What follows belongs to an exercise in optimizing a design on an open flow for small area; a production flow would make more cautious choices.
The RTL was checked by simulation tests, not by an equivalence proof against the original design.
Power is estimated from default activity; no workload was simulated.

==> flow/design.v <==
package dtc_link_pkg;
   typedef struct packed {
      logic [1:0]  k;       
      logic [15:0] data;
   } link_word_t;
   localparam logic [1:0] K_IDLE = 2'b11;    
   localparam logic [1:0] K_CMD  = 2'b10;    
   localparam logic [1:0] K_DATA = 2'b00;    
   localparam logic [15:0] COMMA = 16'hBC3C;    
   localparam int PKT_WORDS     = 10;
   localparam int PAYLOAD_WORDS = 8;
   localparam logic [15:0] CRC_POLY = 16'h1021;
   localparam logic [15:0] CRC_INIT = 16'hFFFF;
endpackage
package dtc_req_pkg;
   typedef enum logic [3:0] {
      DCS_REQ   = 4'd0,
      HEARTBEAT = 4'd1,
      DATA_REQ  = 4'd2
   } pkt_kind_t;
   localparam int OP_W = 6;
   typedef logic [OP_W-1:0] op_t;
   localparam op_t OP_SINGLE_RD = 6'd0;
   localparam op_t OP_SINGLE_WR = 6'd1;
   localparam int TAG_W = 48;
   typedef logic [TAG_W-1:0] tag_t;
   localparam logic [7:0]  HDR_K_BASE = 8'h1C;     
   localparam logic [15:0] DMA_COUNT  = 16'h0010;  
   localparam logic [7:0]  VALID_BIT  = 8'h80;     
   typedef logic [2:0] ring_cnt_t;    
endpackage
`timescale 1ns/1ps
module dtc_crc16 (
   input  logic [15:0] crc_in,
   input  logic [15:0] data,
   output logic [15:0] crc_out
);
   always_comb
   begin
      crc_out = crc_in;
      for (int i = 15; i >= 0; i--)
      begin
         if (crc_out[15] ^ data[i])
            crc_out = {crc_out[14:0], 1'b0} ^ dtc_link_pkg::CRC_POLY;
         else
            crc_out = {crc_out[14:0], 1'b0};
      end
   end
endmodule
`timescale 1ns/1ps
module dtc_sim_top (
   input  logic        serdes_clk,
   input  logic        serdes_resetn,
   input  logic        marker_on,
   input  logic        start,
   input  logic        cfo_emul_en,
   input  logic [3:0]  packet_type,    
   input  logic [5:0]  op_code,        
   input  logic [15:0] addr,
   input  logic [15:0] wdata,
   input  logic [47:0] event_window_tag,
   input  logic [47:0] event_window_offset,
   input  logic [31:0] event_mode,
   input  logic [7:0]  rf_marker,
   input  logic        on_spill,
   input  logic        datareq_last_word,
   output logic [15:0] tx_data,
   output logic [1:0]  tx_k
);
   logic        last_d1, last_d2, first_start;
   logic [47:0] evt_tag, evt_next, tag_base;
   logic        sel_off, sel_win, tag_inc;
   logic [47:0] tag_c;    
   logic [5:0]  tag_bc;   
   assign sel_off  = first_start & cfo_emul_en;
   assign sel_win  = ~sel_off & (first_start | (start & ~cfo_emul_en));
   assign tag_inc  = sel_off | (~sel_win & last_d1 & ~last_d2);
   assign tag_base = sel_off ? event_window_offset : (sel_win ? event_window_tag : evt_tag);
   always_comb
   begin
      tag_bc[0] = tag_inc;
      for (int k = 1; k < 6; k++)
         tag_bc[k] = tag_bc[k-1] & (&tag_base[8*k-8 +: 8]);
      for (int k = 0; k < 6; k++)
      begin
         tag_c[8*k] = tag_bc[k];
         for (int j = 1; j < 8; j++)
            tag_c[8*k+j] = tag_c[8*k+j-1] & tag_base[8*k+j-1];
      end
   end
   assign evt_next = tag_base ^ tag_c;
   always_ff @(posedge serdes_clk or negedge serdes_resetn)
   begin
      if (!serdes_resetn)
      begin
         last_d1     <= 1'b0;
         first_start <= 1'b1;
      end
      else
      begin
         last_d1 <= datareq_last_word;
         if (start & cfo_emul_en)
            first_start <= 1'b0;
      end
   end
   always_ff @(posedge serdes_clk)
   begin
      last_d2 <= last_d1;
      evt_tag <= evt_next;
   end
   logic [3:0] wcnt;         
   logic [2:0] s_v;          
   logic       burst;
   logic [3:0] bcnt;
   logic       rd_en, accept, room, full;
   assign rd_en  = burst & ~marker_on;
   assign room   = !(s_v[0] && s_v[1] && s_v[2]) || (bcnt == 4'd7 && rd_en);
   assign accept = start && room;
   assign full   = s_v[0] && (wcnt == 4'd0 || s_v[1])
                || s_v[1] && (wcnt == 4'd0 || s_v[2])
                || s_v[2] && (wcnt == 4'd0 || s_v[0]);
   always_ff @(posedge serdes_clk or negedge serdes_resetn)
   begin
      if (!serdes_resetn)
      begin
         wcnt  <= '0;
         burst <= 1'b0;
         bcnt  <= '0;
      end
      else
      begin
         if (accept)
            wcnt <= 4'd11;
         else if (wcnt != 4'd0)
            wcnt <= wcnt - 1'b1;
         if (!burst && full)
            burst <= 1'b1;
         else if (rd_en)
         begin
            bcnt <= bcnt + 1'b1;
            if (bcnt == 4'd9)
            begin
               burst <= 1'b0;
               bcnt  <= '0;
            end
         end
      end
   end
   logic        s_hb [3];
   logic [79:0] s_w  [3];
   logic [8:0]  s_p7 [3];
   logic        vac0, mv01, mv12;
   logic [2:0]  ring;
   logic [8:0]  tail;           
   logic        in_hb;
   logic [79:0] in_w;
   assign in_hb = (packet_type == 4'd1);
   always_comb
   begin
      in_w = '0;
      case (packet_type)
         4'd0: in_w[47:0] = {((op_code == 6'd1) ? wdata : 16'h0000), addr, 10'b0, op_code};
         4'd1: in_w[47:0] = event_window_tag;
         4'd2: in_w[47:0] = evt_next;
         default: ;
      endcase
      in_w[79:48] = event_mode;
      if (!in_hb)
         in_w[51:48] = packet_type;
   end
   assign vac0 = rd_en && (bcnt == 4'd7);
   assign mv01 = s_v[1] && (!s_v[0] || vac0);
   assign mv12 = s_v[2] && (!s_v[1] || mv01);
   always_ff @(posedge serdes_clk)
   begin
      if (mv01)
      begin
         s_hb[0] <= s_hb[1];
         s_w[0]  <= s_w[1];
         s_p7[0] <= s_p7[1];
      end
      if (mv12)
      begin
         s_hb[1] <= s_hb[2];
         s_w[1]  <= s_w[2];
         s_p7[1] <= s_p7[2];
      end
      if (accept)
      begin
         s_hb[2] <= in_hb;
         s_w[2]  <= {in_w[79:48], ~in_w[47:0]};    
         s_p7[2] <= {rf_marker, on_spill};
      end
   end
   logic [9:0]       pos;        
   logic [3:0]       r_kind;
   logic             r_hb;
   logic [15:0]      rd_data, crc, crc_step;
   always_comb
   begin
      for (int j = 0; j < 10; j++)
         pos[j] = (bcnt == 4'(j));
   end
   assign r_hb   = s_hb[0];
   assign r_kind = r_hb ? 4'd1 : s_w[0][51:48];
   always_comb
   begin
      rd_data = ({16{pos[0]}} & {dtc_req_pkg::HDR_K_BASE, ring, 1'b0, r_kind})
              | ({16{pos[1]}} & dtc_req_pkg::DMA_COUNT)
              | ({16{pos[2]}} & {dtc_req_pkg::VALID_BIT, r_kind, 4'h0})
              | ({16{pos[3]}} & ~s_w[0][15:0])
              | ({16{pos[4]}} & ~s_w[0][31:16])
              | ({16{pos[5]}} & ~s_w[0][47:32])
              | ({16{pos[6] & r_hb}} & s_w[0][63:48])
              | ({16{pos[7] & r_hb}} & s_w[0][79:64])
              | ({16{pos[8]}} & {tail[8:1], 7'b0, tail[0]})
              | ({16{pos[9]}} & crc);
   end
   dtc_crc16 u_crc (
      .crc_in  (crc),
      .data    (rd_data),
      .crc_out (crc_step)
   );
   always_ff @(posedge serdes_clk)
   begin
      if (rd_en)
      begin
         if (bcnt == 4'd0)
            crc <= 16'h0F3E;    
         else if (bcnt != 4'd1 && bcnt != 4'd9)
            crc <= crc_step;
         if (bcnt == 4'd7)
            tail <= r_hb ? s_p7[0] : 9'h000;
      end
   end
   logic        tx_valid;    
   logic        tx_hdr;      
   logic [15:0] tx_word;
   assign tx_data = tx_valid ? tx_word : dtc_link_pkg::COMMA;
   assign tx_k    = tx_valid ? {tx_hdr, 1'b0} : dtc_link_pkg::K_IDLE;
   always_ff @(posedge serdes_clk)
   begin
      tx_word <= rd_data;
      tx_hdr  <= pos[0];
   end
   always_ff @(posedge serdes_clk or negedge serdes_resetn)
   begin
      if (!serdes_resetn)
      begin
         s_v      <= '0;
         ring     <= '0;
         tx_valid <= 1'b0;
      end
      else
      begin
         s_v[0] <= (s_v[0] && !vac0) || mv01;
         s_v[1] <= (s_v[1] && !mv01) || mv12;
         s_v[2] <= (s_v[2] && !mv12) || accept;
         if (rd_en && bcnt == 4'd9)
            ring <= ring + 1'b1;
         tx_valid <= rd_en;
      end
   end
endmodule
==> flow/config.mk <==
export PLATFORM = sky130hd
export DESIGN_NAME = dtc_sim_top
export DESIGN_NICKNAME = dtc_sim_top
export VERILOG_FILES = /design/flow/design.v
export SDC_FILE = /design/flow/constraint.sdc
export NUM_CORES = 4
export LEC_CHECK = 0
export CAP_MARGIN = 20
export CORE_MARGIN = 2
export CORE_UTILIZATION = 40
export CTS_BUF_LIST = sky130_fd_sc_hd__clkbuf_16
export CTS_CLUSTER_DIAMETER = 100
export CTS_CLUSTER_SIZE = 25
export PLACE_DENSITY = 0.6
export SLEW_MARGIN = 20
==> flow/constraint.sdc <==
create_clock -name core_clock -period 7.0 [get_ports {serdes_clk}]
set_input_delay 1.4000 -clock core_clock [delete_from_list [all_inputs] [get_ports {serdes_clk}]]
set_output_delay 1.4000 -clock core_clock [all_outputs]
set_load 0.01 [all_outputs]
standard.sh (not shown) runs the stock make flow with config.mk's settings and CLKGATE_MAP_FILE= SYNTH_SCRIPT=/design/flow/synth_recipe.tcl, a recipe that flattens the netlist after the stock synthesis.
==> flow/flow/run.sh <==
#!/bin/bash
set -uo pipefail
W=$(pwd)
rm -rf "$W/orfs_scripts"
cp -r "$FLOW_HOME/scripts" "$W/orfs_scripts"
cp "$W/flow/abc_map.script" "$W/orfs_scripts/abc_speed.script"
export BUFFER_PORTS_ARGS="-buffer_cell sky130_fd_sc_hd__buf_1"
SCRIPTS_DIR="$W/orfs_scripts" bash "$W/standard.sh" synth > "$W/flow_synth.log" 2>&1 || { tail -50 "$W/flow_synth.log"; exit 1; }
bash "$W/standard.sh" > "$W/flow_layout.log" 2>&1 || { tail -50 "$W/flow_layout.log"; exit 1; }
==> flow/flow/abc_map.script <==
strash
ifraig
scorr
dc2
dch -f
amap -F 4 -A 4
strash
dch -f
amap -F 4 -A 4
topo
stime -c
buffer -c
upsize -c
dnsize -c
The first run passed the timing, design-rule and antenna checks.
==> next run, changes <==
--- a/flow/flow/abc_map.script
+++ b/flow/flow/abc_map.script
@@ -2,4 +2,6 @@
 ifraig
 scorr
+dc2
+resub -K 8
 dc2
 dch -f
The changed run completed without violations. Final area climbs by 0.31%. Register-to-register slack gets better by 0.04 ns. Total power stays flat. Wire length climbs by 0.81%. Global-route usage drops by 0.22 points. Cell count climbs by 0.37%. Critical path depth stays the same.

## what the ideal ports hide
How much do the figures lean on ideal ports? The routed layouts below were timed once more, with nothing changed but the port constraints.
Step 1: set_driving_cell puts a clkbuf_16 on serdes_clk and a buf_2 on each other input, an assumption about the parent block.
Step 2 times the ports against the registers' clock, not the clock port: input delays grow and output delays shrink by t, the midpoint of the rising clock arrivals with the driver on.
Three values: ideal, step 1, step 2; two values: the first two.
run | t (ns) | setup WS [ns] | worst hold slack (ns) | worst setup path at the end | clock arrival spread, ns
the first run | 0.558 | 1.409 / 1.417 / 0.859 | 0.379 / 0.379 / 0.379 | input to register | 0.020 / 0.020
the second run | 0.569 | 1.405 / 1.414 / 0.845 | 0.388 / 0.388 / 0.388 | input to register | 0.044 / 0.045
After both steps every run listed still meets setup and hold. For the second run, which loses most, drivers alone change the setup slack by +0.009 ns; drivers and shift together by -0.560 ns.
